Context: an optimization exercise on an open-source flow, tuned for small area. The choices shown serve that exercise and are no tape-out recipe.
Only simulation tests tie the RTL to the original design; equivalence was not proved.
Power and IR drop assume default switching activity.

**flow/design.v**
```verilog
package arf_pkg;
   localparam int DATA_WIDTH = 32;
   localparam int REG_COUNT = 32;
   typedef logic [$clog2(REG_COUNT)-1:0] reg_idx_t;
   typedef logic [DATA_WIDTH-1:0] data_t;
endpackage
package rename_pkg;
   localparam int TAG_WIDTH = 6;    
   localparam int SPEC_DEPTH = 5;   
   typedef logic [TAG_WIDTH-1:0] rename_tag_t;
   typedef struct packed {
      logic busy;
      rename_tag_t tag;
   } rename_entry_t;
endpackage
`timescale 1ns/10ps
module arch_regfile
(
   input  logic                              clk,
   input  logic [arf_pkg::REG_COUNT-1:0]     rsel1,    
   input  logic [arf_pkg::REG_COUNT-1:0]     rsel2,    
   output arf_pkg::data_t                    rdata1,
   output arf_pkg::data_t                    rdata2,
   input  logic [arf_pkg::REG_COUNT-1:0]     wsel,     
   input  arf_pkg::data_t                    wdata
);
   localparam int NREG = arf_pkg::REG_COUNT;
   arf_pkg::data_t mem [1:NREG-1];
   always_ff @(posedge clk) begin
      for (int r = 1; r < NREG; r++) begin
         if (wsel[r]) mem[r] <= wdata;
      end
   end
   always_comb begin
      rdata1 = '0;
      rdata2 = '0;
      for (int r = 1; r < NREG; r++) begin
         rdata1 = rdata1 | ({arf_pkg::DATA_WIDTH{rsel1[r]}} & mem[r]);
         rdata2 = rdata2 | ({arf_pkg::DATA_WIDTH{rsel2[r]}} & mem[r]);
      end
   end
endmodule
`timescale 1ns/10ps
module rename_update
#(
   parameter int NUM_SPEC = rename_pkg::SPEC_DEPTH
)
(
   input  logic                              disp_we,
   input  arf_pkg::reg_idx_t                 disp_reg,
   input  logic [NUM_SPEC-1:0]               disp_freeze,
   input  logic                              com_we,
   input  arf_pkg::reg_idx_t                 com_reg,
   input  rename_pkg::rename_tag_t           com_tag,
   input  rename_pkg::rename_tag_t [NUM_SPEC:0] com_tags_at_reg,
   output logic [NUM_SPEC:0]                 set_en,
   output logic [NUM_SPEC:0]                 clear_en
);
   logic same_reg;
   assign set_en = disp_we ? {~disp_freeze, 1'b1} : '0;
   assign same_reg = (disp_reg == com_reg);
   always_comb begin
      for (int i = 0; i <= NUM_SPEC; i++) begin
         clear_en[i] = com_we
                       && (com_tags_at_reg[i] == com_tag)
                       && !(set_en[i] && same_reg);
      end
   end
endmodule
`timescale 1ns/10ps
module rename_checkpoints
#(
   parameter int NUM_SPEC = rename_pkg::SPEC_DEPTH
)
(
   input  logic                              clk,
   input  logic                              reset,
   input  logic [arf_pkg::REG_COUNT-1:0]     rsel1,      
   input  logic [arf_pkg::REG_COUNT-1:0]     rsel2,      
   input  logic [arf_pkg::REG_COUNT-1:0]     dsel,       
   input  logic [arf_pkg::REG_COUNT-1:0]     csel,       
   output rename_pkg::rename_entry_t         rs1_entry,
   output rename_pkg::rename_entry_t         rs2_entry,
   input  rename_pkg::rename_tag_t           disp_tag,
   output rename_pkg::rename_tag_t [NUM_SPEC:0] com_tags_at_reg,
   input  logic [NUM_SPEC:0]                 set_en,
   input  logic [NUM_SPEC:0]                 clear_en,
   input  logic                              br_success,
   input  logic                              br_miss,
   input  logic [NUM_SPEC-1:0]               br_spectag
);
   localparam int NREG = arf_pkg::REG_COUNT;
   localparam int TW = rename_pkg::TAG_WIDTH;
   logic [NUM_SPEC:0][NREG-1:0]         busy_q;
   logic [NUM_SPEC:0][NREG-1:0][TW-1:0] tag_q;
   logic [NUM_SPEC-1:0] pick;
   always_comb begin
      pick = '0;
      for (int k = 0; k < NUM_SPEC; k++) begin
         if (br_spectag[k]) pick = NUM_SPEC'(1) << k;
      end
   end
   logic hit, normal, succ, miss;
   assign hit    = |br_spectag;
   assign succ   = !reset && br_success;
   assign miss   = !reset && !br_success && br_miss && hit;
   assign normal = !reset && !br_success && !br_miss;
   logic [NUM_SPEC-1:0] miss_k;
   assign miss_k = miss ? pick : '0;
   logic [NUM_SPEC:0] ld;
   always_comb begin
      ld[0] = reset || miss;
      for (int k = 0; k < NUM_SPEC; k++) begin
         ld[k+1] = reset || miss || (br_success && pick[k]);
      end
   end
   logic [NREG-1:0][TW-1:0] x_tag;
   logic [NREG-1:0]         x_busy;
   always_comb begin
      for (int r = 0; r < NREG; r++) begin
         x_tag[r]  = ({TW{normal}} & disp_tag) | ({TW{succ}} & tag_q[0][r]);
         x_busy[r] = succ && busy_q[0][r] && !(clear_en[0] && csel[r]);
         for (int k = 0; k < NUM_SPEC; k++) begin
            x_tag[r]  = x_tag[r]  | ({TW{miss_k[k]}} & tag_q[k+1][r]);
            x_busy[r] = x_busy[r] | (miss_k[k] && busy_q[k+1][r]);
         end
      end
   end
   logic [NUM_SPEC:0][NREG-1:0] w, c;
   always_comb begin
      for (int i = 0; i <= NUM_SPEC; i++) begin
         for (int r = 0; r < NREG; r++) begin
            w[i][r] = normal && set_en[i] && dsel[r];
            c[i][r] = !reset && !(br_miss && !br_success) && clear_en[i] && csel[r];
         end
      end
   end
   always_ff @(posedge clk) begin
      for (int i = 0; i <= NUM_SPEC; i++) begin
         for (int r = 0; r < NREG; r++) begin
            if (ld[i] || w[i][r]) tag_q[i][r] <= x_tag[r];
            if (ld[i] || w[i][r] || c[i][r]) busy_q[i][r] <= (ld[i] && x_busy[r]) || w[i][r];
         end
      end
   end
   always_comb begin
      for (int i = 0; i <= NUM_SPEC; i++) begin
         com_tags_at_reg[i] = '0;
         for (int r = 0; r < NREG; r++) begin
            com_tags_at_reg[i] = com_tags_at_reg[i] | ({TW{csel[r]}} & tag_q[i][r]);
         end
      end
   end
   always_comb begin
      rs1_entry = '0;
      rs2_entry = '0;
      for (int r = 0; r < NREG; r++) begin
         rs1_entry = rs1_entry | ({(TW+1){rsel1[r]}} & {busy_q[0][r], tag_q[0][r]});
         rs2_entry = rs2_entry | ({(TW+1){rsel2[r]}} & {busy_q[0][r], tag_q[0][r]});
      end
   end
endmodule
`timescale 1ns/10ps
module arf_top
#(
   parameter int NUM_SPEC = rename_pkg::SPEC_DEPTH
)
(
   input  logic                clk,
   input  logic                reset,
   input  arf_pkg::reg_idx_t            rs1,
   input  arf_pkg::reg_idx_t            rs2,
   output arf_pkg::data_t               rs1_data,
   output arf_pkg::data_t               rs2_data,
   output rename_pkg::rename_tag_t         rs1_tag,
   output rename_pkg::rename_tag_t         rs2_tag,
   output logic                rs1_busy,
   output logic                rs2_busy,
   input  logic                disp_we,
   input  arf_pkg::reg_idx_t            disp_reg,
   input  rename_pkg::rename_tag_t         disp_tag,
   input  logic [NUM_SPEC-1:0] disp_freeze,
   input  logic                com_we,
   input  arf_pkg::reg_idx_t            com_reg,
   input  arf_pkg::data_t               com_data,
   input  rename_pkg::rename_tag_t         com_tag,
   input  logic                br_success,
   input  logic                br_miss,
   input  logic [NUM_SPEC-1:0] br_spectag
);
   localparam int NREG = arf_pkg::REG_COUNT;
   rename_pkg::rename_entry_t            rs1_entry;
   rename_pkg::rename_entry_t            rs2_entry;
   rename_pkg::rename_tag_t [NUM_SPEC:0] com_tags_at_reg;
   logic [NUM_SPEC:0]        set_en;
   logic [NUM_SPEC:0]        clear_en;
   logic [NREG-1:0] rsel1, rsel2, dsel, csel, wsel;
   always_comb begin
      for (int r = 0; r < NREG; r++) begin
         rsel1[r] = (rs1 == r);
         rsel2[r] = (rs2 == r);
         dsel[r]  = (disp_reg == r);
         csel[r]  = (com_reg == r);
         wsel[r]  = com_we && !reset && (com_reg == r) && (r != 0);
      end
   end
   arch_regfile regfile (
      .clk    (clk),
      .rsel1  (rsel1),
      .rsel2  (rsel2),
      .rdata1 (rs1_data),
      .rdata2 (rs2_data),
      .wsel   (wsel),
      .wdata  (com_data)
   );
   rename_update #(.NUM_SPEC(NUM_SPEC)) update (
      .disp_we         (disp_we),
      .disp_reg        (disp_reg),
      .disp_freeze     (disp_freeze),
      .com_we          (com_we),
      .com_reg         (com_reg),
      .com_tag         (com_tag),
      .com_tags_at_reg (com_tags_at_reg),
      .set_en          (set_en),
      .clear_en        (clear_en)
   );
   rename_checkpoints #(.NUM_SPEC(NUM_SPEC)) rt (
      .clk             (clk),
      .reset           (reset),
      .rsel1           (rsel1),
      .rsel2           (rsel2),
      .dsel            (dsel),
      .csel            (csel),
      .rs1_entry       (rs1_entry),
      .rs2_entry       (rs2_entry),
      .disp_tag        (disp_tag),
      .com_tags_at_reg (com_tags_at_reg),
      .set_en          (set_en),
      .clear_en        (clear_en),
      .br_success      (br_success),
      .br_miss         (br_miss),
      .br_spectag      (br_spectag)
   );
   assign rs1_tag  = rs1_entry.tag;
   assign rs1_busy = rs1_entry.busy;
   assign rs2_tag  = rs2_entry.tag;
   assign rs2_busy = rs2_entry.busy;
endmodule
```
**flow/run.sh**
```bash
#!/bin/bash
# synth_recipe.tcl (not shown) runs the flow's synth.tcl, then flattens the netlist and writes it again
# the make line also repeats each setting of config.mk as NAME=value (left out here)
make -C /OpenROAD-flow-scripts/flow DESIGN_CONFIG=/design/flow/config.mk WORK_HOME=/design/flow/orfs CLKGATE_MAP_FILE= SYNTH_SCRIPT=/design/flow/synth_recipe.tcl finish
```
**flow/config.mk**
```make
export PLATFORM = sky130hd
export DESIGN_NAME = arf_top
export DESIGN_NICKNAME = arf_top
export VERILOG_FILES = /design/flow/design.v
export SDC_FILE = /design/flow/constraint.sdc
export NUM_CORES = 4
export LEC_CHECK = 0
export CAP_MARGIN = 20
export CORE_MARGIN = 2
export CORE_UTILIZATION = 55
export CTS_BUF_LIST = sky130_fd_sc_hd__clkbuf_4
export GPL_TIMING_DRIVEN = 0
export SLEW_MARGIN = 20
```
**flow/constraint.sdc**
```tcl
create_clock -name core_clock -period 6.5 [get_ports {clk}]
set_input_delay 1.3000 -clock core_clock [delete_from_list [all_inputs] [get_ports {clk}]]
set_output_delay 1.3000 -clock core_clock [all_outputs]
set_load 0.01 [all_outputs]
```
==> flow_results.org, run 1 <==
** Status
- The flow did not finish.
- Failed at :: 5_1_grt
- The first error in the log reads "[ERROR GRT-0116] Global routing finished with congestion. Check the congestion regions in the DRC Viewer".

** Synthesis
- Among all flip-flop cells after synthesis, the most frequent one is edfxtp_1.
- Area share of the largest cell type after synthesis :: 0.6703
- Net count after synthesis :: 7,719
- Yosys warning count :: 5
- Number of flops mapped to enable cells by yosys :: around 2.3k
- Synthesis handed over a netlist of 7,639 instances.
- Share of synthesized flip-flops with an asynchronous set or reset :: 0
- After synthesis the netlist holds a flip-flop and latch count of 2,336.
- Average size of a mapped cell :: 13.70 sq um
- edfxtp_1 is the most common cell in the netlist.
- For this run, the register share of the synthesized area comes to 0.6703.
- Yosys attributes the largest share of cell area to edfxtp_1, a22oi_1, a221oi_1, a222oi_1, nand3_1.
- Of all cell types, the one taking the most synthesized area is edfxtp_1.
- Number of distinct library cell variants in the gate-level netlist after synthesis :: 81
- Area of the mapped netlist :: 104,700 sq um
- Counting instances in the post-synthesis netlist gives the leading cell types as edfxtp_1, a22oi_1, clkbuf_1.

** Placed design
- Final Wtd Congestion :: 1.367
- Port Buffers :: 150
- Detail Placement HPWL :: 565,900 um

** Global routing
- Entering global routing, the biggest net connects 32 pins.
- Remaining global-route overflow :: 55
- First-pass GRT wire length :: 1,050,000 um
- Total global-route track usage :: 0.8232
- Number of global-route vias before repair :: approximately 110k

** Floorplanning
- Die height :: 440.2 um
- For this configuration, the core starts out at a cell density of 0.5520.
- Ports :: 158
- Cell Rows :: 160
- The die is ~440 um wide.

** Clocking
- Clock Path Buffers :: 4
- H-tree depth :: 6
- The tree is rooted in a clkbuf_4.
- Sinks on the clock net :: 2,336
- CTS buffer count :: about 610
metal layers:
layer  global-route usage  overflow
met5               0.6313         0
met4               0.7567        19
met3               0.7652         7
met2               0.8938        27
met1               0.8446         2
power by group through the flow:
| stage | clock (mW) | combinational, mW | sequential (mW) |
|---|---|---|---|
| after global placement | 0 | 2.92 | 19.7 |
| after floorplan | 0 | 1.30 | 18.4 |
| after detailed placement | 0 | 3.16 | 19.6 |
| after CTS | 12.6 | 3.19 | 19.3 |
repair_timing:
action	in CTS
setup endpoints to repair	137
buffers inserted	2
hold buffers	0
gates resized for setup	51
pin swaps	1
worst max-delay path by stage:
stage	from	endpoint	cells after the start	slack, ps
after floorplan	com_reg[0]	regfile.mem[9][0]	7	1970
after global placement	com_reg[4]	regfile.mem[2][16]	7	-4240
after detailed placement	com_reg[4]	rt.busy_q[134]	15	-2100
after CTS	rs2[4]	rs2_tag[2]	9	8
through the flow:
| step | cells | setup WS, ps | util | instance area (sq um) |
|---|---|---|---|---|
| 2_1_floorplan | 7639 | 1971 | - | 104700 |
| 3_5_place_dp | 10520 | -2101 | 0.6027 | 114300 |
| 3_3_place_gp | 10300 | -4240 | 0.5765 | 109300 |
| 4_1_cts | 11540 | 7.703 | 0.6418 | 121700 |
cell families after synthesis:
| logic type | Yosys count | share of synthesized area |
|---|---|---|
| simple gates | 1866 | 0.09074 |
| flops | 2336 | 0.6703 |
| compound gates | 2663 | 0.2047 |
| xor+xnor | 29 | 0.002427 |
| mux | 37 | 0.003622 |
| buf+inv | 708 | 0.02820 |
==> run 2: changes to the inputs <==
==> flow/config.mk (replaced) <==
export PLATFORM = sky130hd
export DESIGN_NAME = arf_top
export DESIGN_NICKNAME = arf_top
export VERILOG_FILES = /design/flow/design.v
export SDC_FILE = /design/flow/constraint.sdc
export NUM_CORES = 4
export LEC_CHECK = 0
export CAP_MARGIN = 40
export CORE_MARGIN = 2
export CORE_UTILIZATION = 30
export SLEW_MARGIN = 50
==> run 2 against run 1 <==
  * The run now finishes clean
  * Area after synthesis is the same
  * Synthesized cell count did not move
==> flow_results.org, run 2 <==
** Power and ir drop
- Total power of the final layout :: roughly 42 mW
- The share of total power dissipated in the clock network is 0.398.
- Of the total power, the share spent switching nets is 0.3105.
- Internal power of the cells :: about 29 mW
- Switching power :: 12.96 mW
- Register share of total power :: 0.472
- Worst voltage drop across the vdd grid :: 0.1947 mV
- Combinational cell fraction of total power :: 0.130
- Dividing total power by cell area gives a power density of approximately 310 nW/um^2.
- Lkg Pwr :: 47.57 nW

** STA
- Peak clock frequency supported by timing :: roughly 160 MHz
- Time the worst path needs with I/O delays and setup :: approximately 6400 ps
- Setup violations, final :: 0
- Of the available clock period, the critical path in the final layout requires 0.9862.
- Setup skew after layout :: 95.66 ps
- At the pin with the least slew margin, the transition time is 902.4 ps.
- In this run the tightest slew margin relative to its limit is 0.3984.
- Final hold vios :: 0
- The count of pins over their slew limit is 0.
- Setup repair after global routing left no endpoint under its margin.

** Clocking
- Sinks on the clock net :: 2,336 (unchanged)
- The count of cells resized by post-cts repair came to 0 (was 51).
- Clock latency on the worst-skew pair :: 1020 ps
- The H-tree depth reported by CTS is 5 (was 6).
- Post-CTS Setup Inserts :: 0 (was 2)
- After clock tree synthesis, the clock-pin slew on the worst setup and hold paths is 60 ps.
- The clock tree root buffer cell is clkbuf_16 (was clkbuf_4).
- The largest buffer count on any clock path was 4 (unchanged).
- The number of CTS-inserted buffers is 284 (was 607).
- The count of hold buffers inserted by post-cts repair is 0 (unchanged).
- TritonCTS built the clock tree.

** Worst setup path
- Maximum fanout along the worst path :: 13
- For this run, the slowest stage of the critical path takes 700 ps.
- The worst register-to-register path has a depth of 20.
- Slowest cell on crit path :: clkdlybuf4s50_1
- The cell family contributing the most delay on the critical path is buffers and inverters.
- The worst setup path is launched from a primary input.
- Data on the critical path is required at its endpoint by 5200 ps.
- By startpoint and endpoint, the worst setup path is classified as in -> out.
- Cells traversed along the worst timing path :: clkdlybuf4s50_1 -> nand2b_1 -> buf_4 -> nor2_4 -> buf_4 -> a221oi_1 -> nand4_1 -> or3_1 -> buf_12 -> clkdlybuf4s50_1
- Sort of element at the end of the critical path :: output port
- Slack of the worst reg-to-reg path :: 1260 ps
- Counting both buffers and inverters, the worst setup path holds a total of 5.
- In this run the number of cells on the critical path is 10.
- STA puts the critical path data arrival time at 5110 ps.

** Final layout
- Count of fill cells added during filler insertion :: between 30k and 40k
- Nets :: 9,058
- Most common cell after layout, fill and taps aside :: edfxtp_1
- Area growth, synth to finish :: 30.65%
- Layout cell share with drive strength beyond 1 :: 0.2571
- Most frequent cells in the layout :: edfxtp_1, buf_4, a22oi_1
- Top reg by flops :: rt.tag_q
- Regs by FF count :: rt.tag_q x1152, regfile.mem x992, rt.busy_q x192
- Max FFs per register :: 1,152
- For this run, the share of the core covered by cells in the final layout is 0.3943.

** Synthesis
- Leading cell types by count after synthesis: edfxtp_1, a22oi_1, clkbuf_1 (unchanged).
- The primary flip-flop cell chosen by synthesis mapping is edfxtp_1 (unchanged).
- Number of distinct library cell variants in the gate-level netlist after synthesis :: 81 (unchanged)
- The cell type with the highest aggregate area in the netlist is edfxtp_1 (unchanged).
- The average size of a mapped cell is 13.70 sq um (unchanged).
- The leading cell type by number of instances after synthesis is edfxtp_1 (unchanged).
- The post-synthesis cell count is 7,639 (unchanged).
- Share of synthesized flip-flops with an asynchronous set or reset :: 0 (unchanged)
- Fraction of the yosys area taken by sequential cells :: 0.6703 (unchanged)
- Top cells by area in the synthesized netlist: edfxtp_1, a22oi_1, a221oi_1, a222oi_1, nand3_1 (unchanged).
- The number of flops mapped to enable cells by yosys is 2,336 (unchanged).
- The net count after synthesis is 7,719 (unchanged).
- The count of state elements after synthesis came to 2,336 (unchanged).
- Area of the mapped netlist :: 104,700 sq um (unchanged)
- The Yosys warning count was 5 (unchanged).
- Area share of the largest cell type after synthesis :: 0.6703 (unchanged)

** Floorplanning
- Ports :: 158 (unchanged)
- The total area inside the core boundary comes to 346,700 sq um.
- Die height :: 594.6 um (was 440.2 um)
- Die width :: 594.6 um (was 440.2 um)
- The floorplan step defined a die boundary enclosing 353,600 sq um.
- Cell Rows :: 216 (was 160)
- The initial core utilization was 0.3018 (was 0.5520).

** Detailed routing
- Number of DRC markers after the initial detailed-route iteration :: 26.89k
- Routed wire per std cell :: just under 70 um
- For this block, the via count after detailed routing is roughly 110k.
- The count of nets left with antenna violations once routing finished came out at 0.
- The routed design has 943,000 um of wire.
- After detailed routing, the number of vias per cell comes to 7.555.
- In the routed design, unresolved DRC markers number 0.
- The first detailed-routing pass ran for 14 iterations.

** Global routing
- Maximum number of pins on one net before global-route repair :: 78
- Remaining global-route overflow :: 0
- The initial antenna violation count came to 224.
- For this run, the total global-route usage over all layers was measured as 0.5161.
- The first global-routing pass estimated 1,152,000 um of wire.
- Number of global-route vias before repair :: 91.01k

** Placed design
- The final weighted congestion of routability-driven global placement came to 1.146 (was 1.367).
- Port Buffers :: 157 (was 150)
- Detail Placement HPWL :: 722,700 um (was 565,900 um)

** Run
- MaxCap Viol Count :: 0

** Min path
- Hold depth :: 2
- In this run the worst hold path is classified as reg -> reg.

** Status
- Outcome: no timing/DRC/antenna violations (was aborted with a tool error).
==> run 2: cell counts after synthesis <==
No cell type changed its count.
==> run 2: layer usage <==
metal / GRT usage / part of all wire / vias up
met5: 0.009736 / 0.00092 / -
met1: 0.6195 / 0.35 / 54760
met3: 0.2570 / 0.16 / 2757
met2: 0.6992 / 0.39 / 12030
li1: - / - / 35420
met4: 0.3932 / 0.095 / 80
==> run 2: path summary, 6_finish.rpt <==
kind,end,from
min reg2reg,rt.busy_q[17],rt.busy_q[49]
min,rt.busy_q[17],rt.busy_q[49]
max reg2reg,rt.busy_q[46],rt.tag_q[148]
max,rs1_tag[3],rs1[1]
==> run 2: tightest hold or removal path: stages, from the launching register on <==
cell      delay (ps)
edfxtp_1         320
nand2_1           60
nand4_1           80
==> run 2: through the flow <==
| stage | area (sq um) | instances | setup WS (ps) | hold slack, ps | setup TNS, ps |
|---|---|---|---|---|---|
| global route | 136500 | 13800 | 157.6 | 595.5 | 0 |
| global placement | 124400 | 13100 | -296.4 | 540.7 | -6560 |
| detailed placement | 126900 | 13250 | 34.13 | 557.3 | 0 |
| floorplan | 104700 | 7639 | 1971 | 532.3 | 0 |
| finish | 136700 | 13910 | 89.48 | 574.5 | 0 |
| CTS | 136200 | 13760 | 191.5 | 571.5 | 0 |
==> run 2: power groups by stage <==
stage,Sequential [mW],Combinational [mW],Clock (mW)
final,19.7,5.42,16.6
after floorplan,18.4,1.30,0
after detailed placement,19.8,4.94,0
after CTS,19.5,4.96,16.5
after global routing,19.5,5.20,17.0
after global placement,20.2,4.37,0
==> run 2: cell families after synthesis <==
kind of cell    count (synthesis)  synth area share
mux                            37          0.003622
buf+inv                       708           0.02820
xor+xnor                       29          0.002427
simple gates                 1866           0.09074
compound gates               2663            0.2047
flops                        2336            0.6703
==> run 2: final cells by class <==
class                           instances  area [sq um]  share of cell area
Sequential cell                      2336         70150              0.5130
Multi-Input combinational cell       4595         32950              0.2410
Timing Repair Buffer                 1754         18270              0.1336
Clock buffer                          351          7528             0.05506
Tap cell                             4578          5728             0.04189
Clock inverter                        158          1773             0.01297
Antenna cell                          126         315.3            0.002306
Inverter                                7         26.28           0.0001922

-- separate check: timing with driven ports --
The results above use ideal ports. As a check the final layout listed here was re-extracted and re-timed, cells and wires unchanged.
Step 1: set_driving_cell puts a clkbuf_16 on clk and a buf_2 on each other input, an assumption about the parent block.
Step 2 also shifts input and output timing later by t, the mid clock arrival at the registers, as if the neighbouring blocks saw the same clock.
Slacks: no drivers / after step 1 / after step 2; pairs: no drivers / after step 1.
run: run 2
t (ns): 1.063
setup slack, ns: 0.089 / 0.057 / -0.403
hold slack, ns: 0.574 / 0.574 / 0.574
worst setup path after step 2: input to register
cell pins on the clock port's net: 1
With both steps, setup timing fails in run 2, where it was met with ideal ports. The setup slack of run 2 moves by -0.032 ns with the drivers and by -0.492 ns with both steps.
